Context: an optimization exercise on an open-source flow, tuned for small area and a short achievable clock period. The choices shown serve that exercise and are no tape-out recipe. The RTL was checked by simulation tests, not by an equivalence proof against the original design. Power is estimated from default activity; no workload was simulated.

Setup of job 4510:
Design hard_drive_controller, start of the top module:
module hard_drive_controller (
  input  logic        clock,
  input  logic        reset_n,
  input  logic        request,
  input  logic        write_enable,
  input  logic [6:0]  track,
  input  logic [13:0] sector,
  input  logic [31:0] data_write,
  output logic        ready,
  output logic        done,
  output logic        error,
  output logic [31:0] data_read,
  output logic [6:0]  head_track
);
Size in the first run: about 10000 cells after synthesis, roughly 4400 flip-flops, about 99 I/O pins, roughly 120000 sq um of cells after synthesis.
==> flow/config.mk <==
export PLATFORM = sky130hd
export DESIGN_NAME = hard_drive_controller
export DESIGN_NICKNAME = hard_drive_controller
export VERILOG_FILES = /design/flow/design.v
export SDC_FILE = /design/flow/constraint.sdc
export NUM_CORES = 8
export LEC_CHECK = 0
export CAP_MARGIN = 10
export CORE_MARGIN = 2
export CORE_UTILIZATION = 55
export CTS_CLUSTER_DIAMETER = 80
export CTS_CLUSTER_SIZE = 30
export SETUP_SLACK_MARGIN = 2.4
export SLEW_MARGIN = 20
==> flow/constraint.sdc <==
create_clock -name core_clock -period 5.5 [get_ports {clock}]
set_input_delay 1.1000 -clock core_clock [delete_from_list [all_inputs] [get_ports {clock}]]
set_output_delay 1.1000 -clock core_clock [all_outputs]
set_load 0.01 [all_outputs]
run.sh (not shown) runs the stock make flow with config.mk's settings and CLKGATE_MAP_FILE= SYNTH_SCRIPT=/design/flow/synth_recipe.tcl, a recipe that flattens the netlist after the stock synthesis.
Job 4510 finished all stages; the layout is clean.
## Diff of input files: job 7850 against job 4510
- a change of SETUP_SLACK_MARGIN from 2.4 to 2.85
### Flow results
Relative to job 4510, the layout cell share with drive strength beyond 1 of job 7850 is higher by 1.1 points.
Between job 4510 and job 7850, number of clock-tree buffers in the layout is higher for job 7850, job 4510 comes in under that.
Critical path required time of job 7850 is on par with job 4510.
[compare] base=job 4510 new=job 7850: worst setup slack went up 0.39 ns, relative contribution of the clock network to total power held.
First-iteration DRC count (job 7850 over job 4510): decrease, 193
Looking at job 4510 and job 7850, the net switching fraction of the power is a wash.
Compared job 4510 against job 7850; number of global-route vias before repair within noise.
On final wirelength, job 4510 and job 7850 are neck and neck.
On part of the power in registers: job 7850 sits below job 4510.
Modified inputs, job 5946 compared to job 7850
- changing SETUP_SLACK_MARGIN from 2.85 to 3.3
### Flow results
Highest signal layer in the routed design = met5: job 5946; highest signal layer in the routed design = met4: job 7850
Between job 7850 and job 5946, the portion of the clock cycle consumed by the worst path in the final layout is higher for job 7850.
From job 7850 to job 5946 the numbers moved as follows: wire length went up by 15%; final weighted congestion in routability-driven placement went up by 0.015.
The combinational share of power number comes out higher for job 5946 vs job 7850.
STATUS worst setup slack before clock tree synthesis: job 5946 loses against job 7850
Number of global-route vias before repair, job 7850 and job 5946, lower one = job 7850.
Compared with job 7850, job 5946 shows insertion delay of the later-clocked pin in the worst-skew pair higher by 0.02 ns.
Here is what was changed in the inputs of job 4400 compared with job 5946.
- changing SETUP_SLACK_MARGIN from 3.3 to 2.6
Results
- Looking at the reports, job 5946 completed the entire flow and the layout it produced met the timing, design-rule and antenna checks.
- Job 4400 ran to completion and came out clean on the timing, design-rule and antenna checks.
- Compared with job 5946, in job 4400 fraction of area in non-clock buffers lower; post-cts resize count went down 89%.
- Compared to job 5946, the router laid down less metal wire for job 4400.
- Job 4400 gives less global-route wire length before repair than job 5946 did.
- Compared with job 5946, job 4400 is the less power-hungry design.
- Density: job 4400 sparser than job 5946
- Net switching fraction of the power: higher on job 5946
- Diff job 4400..job 5946 | compound-gate portion of the synthesized area | unchanged


Starting RTL as in the previous note.
clock: 5.5 ns
lec_check: 0
cap_margin: 20
core_margin: 2
core_utilization: 60
cts_cluster_diameter: 80
cts_cluster_size: 30
setup_slack_margin: 2.85
slew_margin: 20
The starting point completed with no timing, DRC or antenna violations.
==> next run, changes <==
CAP_MARGIN = 10   (was 20)
CORE_UTILIZATION = 55   (was 60)
SETUP_SLACK_MARGIN = 3.0   (was 2.85)
Outcome: The changed run finished clean. Wire length is higher by about 8%. Synthesized area is unchanged. Count of clock-buffer cells in the layout does not change. Synthesized cell count does not change.


Another version of the RTL of hard_drive_controller (not shown whole).
For scale: about 10000 cells after synthesis, roughly 4400 flip-flops, about 99 I/O pins.
## hard_drive_controller
module hard_drive_controller (
  input  logic        clock,
  input  logic        reset_n,
  input  logic        request,
  input  logic        write_enable,
  input  logic [6:0]  track,
  input  logic [13:0] sector,
  input  logic [31:0] data_write,
  output logic        ready,
  output logic        done,
  output logic        error,
  output logic [31:0] data_read,
  output logic [6:0]  head_track
);
==> flow/config.mk <==
export PLATFORM = sky130hd
export DESIGN_NAME = hard_drive_controller
export DESIGN_NICKNAME = hard_drive_controller
export VERILOG_FILES = /design/flow/design.v
export SDC_FILE = /design/flow/constraint.sdc
export NUM_CORES = 8
export LEC_CHECK = 0
export CAP_MARGIN = 10
export CORE_MARGIN = 2
export CORE_UTILIZATION = 55
export CTS_CLUSTER_DIAMETER = 80
export CTS_CLUSTER_SIZE = 30
export SETUP_SLACK_MARGIN = 2.75
export SLEW_MARGIN = 20
==> flow/constraint.sdc <==
create_clock -name core_clock -period 5.5 [get_ports {clock}]
set_input_delay 1.1000 -clock core_clock [delete_from_list [all_inputs] [get_ports {clock}]]
set_output_delay 1.1000 -clock core_clock [all_outputs]
set_load 0.01 [all_outputs]
The first run produced a layout that fails on antenna rules.
Next try:
Settings changed: CTS_CLUSTER_DIAMETER 80 to 75, CTS_CLUSTER_SIZE 30 to 28, SETUP_SLACK_MARGIN 2.75 to 2.85.
Result: The new run finished clean; power rose slightly; via count grows slightly; clock-buffer cell count is higher by 8; final cell count hardly moves; clock skew fell by 0.011 ns; first-iteration DRC count goes up by a few percent; wire length increases slightly; sequential cell count stays the same.
Next try:
Settings changed: CORE_UTILIZATION 55 to 56, CTS_CLUSTER_DIAMETER 75 to 80, CTS_CLUSTER_SIZE 28 to 30.
The changed run completed with no timing, DRC or antenna violations. Fmax is lower by 6.1%. Setup slack gets worse by 0.17 ns. Sequential power hardly moves. Area after synthesis does not change. Sequential share of layout area is lower by 0.25 points. Clock-buffer cell count is lower by 17. Power falls by 1.1%.
Next try:
Settings changed: CORE_UTILIZATION 56 to 53.
=>
- The changed run finished clean
- worst setup slack improved by 0.047 ns
- routed wire length climbs by 2.8%
- sequential share of layout area drops by 0.46 points
- sequential power stays flat
- global-route usage drops by 1.9 points
- total power climbs by 1.2%
- synthesized cell count stays the same
Next try:
==> flow/flow/run.sh (new file) <==
#!/bin/bash
# The standard layout (standard.sh), with one change: ABC maps the logic with
# flow/abc_speed.script, which skips the SOP rebalancing passes of ORFS's speed script and
# maps once with area recovery. Every other ORFS script is used as it is.
set -euo pipefail
here=$(pwd)
mkdir -p scripts
for f in "$FLOW_HOME"/scripts/*; do
  ln -s "$f" scripts/
done
rm scripts/abc_speed.script
cp flow/abc_speed.script scripts/abc_speed.script
bash standard.sh SCRIPTS_DIR="$here/scripts" finish > standard.log 2>&1
==> flow/flow/abc_speed.script (new file) <==
&get -n
&st
&dch
&nf -R 1000 -p
&put
buffer -c
topo
stime -c
upsize -c
dnsize -c
==> flow/standard.sh (new file) <==
#!/bin/bash
# synth_recipe.tcl (not shown) runs the flow's synth.tcl, then flattens the netlist and writes it again
# the make line also repeats each setting of config.mk as NAME=value (left out here)
make -C /OpenROAD-flow-scripts/flow DESIGN_CONFIG=/design/flow/config.mk WORK_HOME=/design/flow/orfs CLKGATE_MAP_FILE= SYNTH_SCRIPT=/design/flow/synth_recipe.tcl "${@:-finish}"
Settings changed: CORE_UTILIZATION 53 to 55.
removed: flow/run.sh
Effect: Power shrinks by 2.8%; worst setup slack loses 1.9 ns; routed wire length shrinks by 14%; sequential share of layout area grows by 0.26 points; design area shrinks by 0.38%; cell count shrinks by 0.72%.
Next try:
==> flow/run.sh (new file) <==
#!/bin/bash
# synth_recipe.tcl (not shown) runs the flow's synth.tcl, then flattens the netlist and writes it again
# the make line also repeats each setting of config.mk as NAME=value (left out here)
make -C /OpenROAD-flow-scripts/flow DESIGN_CONFIG=/design/flow/config.mk WORK_HOME=/design/flow/orfs CLKGATE_MAP_FILE= SYNTH_SCRIPT=/design/flow/synth_recipe.tcl finish
Settings changed: CTS_CLUSTER_DIAMETER 80 to 75, CTS_CLUSTER_SIZE 30 to 28, PLACE_DENSITY set to 0.72.
removed: flow/flow/run.sh
removed: flow/flow/abc_speed.script
removed: flow/standard.sh
=>
- utilization is lower by 0.50 points
- combinational power is higher by 27%
- power is higher by 2.6%
- wire length is higher by 9.5%

==> port drivers added, routing unchanged <==
The results above use ideal ports. As a check the final layouts listed here were re-extracted and re-timed, cells and wires unchanged. Step 1, drivers: a clkbuf_16 drives clock and a buf_2 each remaining input, both assumed. Step 2 moves the port delays by t, midway between the first and last clock arrival at a register: inputs arrive t later, outputs are due t later. That takes back most of the time a late clock gives input paths. Slacks: no drivers / after step 1 / after step 2; pairs: no drivers / after step 1.
run | shift t [ns] | setup WS [ns] | hold slack, ns | latest minus earliest clock arrival (ns) | slew at the worst register clock pin (ns)
job 4510 | 0.945 | 2.424 / 2.328 / 1.628 | 0.126 / 0.074 / 0.346 | 0.040 / 0.039 | 0.12 / 0.12
job 7850 | 0.955 | 2.812 / 2.720 / 2.080 | 0.165 / 0.115 / 0.333 | 0.059 / 0.060 | 0.12 / 0.12
job 5946 | 0.976 | 2.824 / 2.729 / 2.251 | 0.038 / -0.012 / 0.337 | 0.046 / 0.046 | 0.12 / 0.12
job 4400 | 0.950 | 2.668 / 2.573 / 1.797 | 0.269 / 0.215 / 0.331 | 0.044 / 0.043 | 0.12 / 0.12
the first run of note 2 | 0.958 | 2.780 / 2.746 / 2.034 | 0.272 / 0.208 / 0.329 | 0.049 / 0.049 | 0.12 / 0.12
the second run of note 2 | 0.955 | 2.837 / 2.747 / 2.233 | 0.164 / 0.118 / 0.339 | 0.062 / 0.063 | 0.12 / 0.12
the first run of note 3 | 0.941 | 2.761 / 2.695 / 1.940 | 0.149 / 0.100 / 0.322 | 0.059 / 0.060 | 0.12 / 0.12
the second run of note 3 | 0.965 | 2.848 / 2.761 / 2.091 | 0.282 / 0.214 / 0.334 | 0.047 / 0.046 | 0.11 / 0.11
the third run of note 3 | 0.964 | 2.675 / 2.675 / 2.058 | 0.097 / 0.038 / 0.334 | 0.038 / 0.037 | 0.12 / 0.12
the fourth run of note 3 | 0.992 | 2.723 / 2.708 / 2.030 | 0.224 / 0.154 / 0.335 | 0.055 / 0.055 | 0.12 / 0.12
the fifth run of note 3 | 0.933 | 0.828 / 0.891 / -0.043 | 0.275 / 0.199 / 0.338 | 0.056 / 0.055 | 0.12 / 0.12
the sixth run of note 3 | 0.976 | 2.709 / 2.690 / 1.896 | 0.094 / 0.040 / 0.336 | 0.044 / 0.044 | 0.11 / 0.11
Met with ideal ports but missed after step 2: setup timing in the fifth run of note 3.
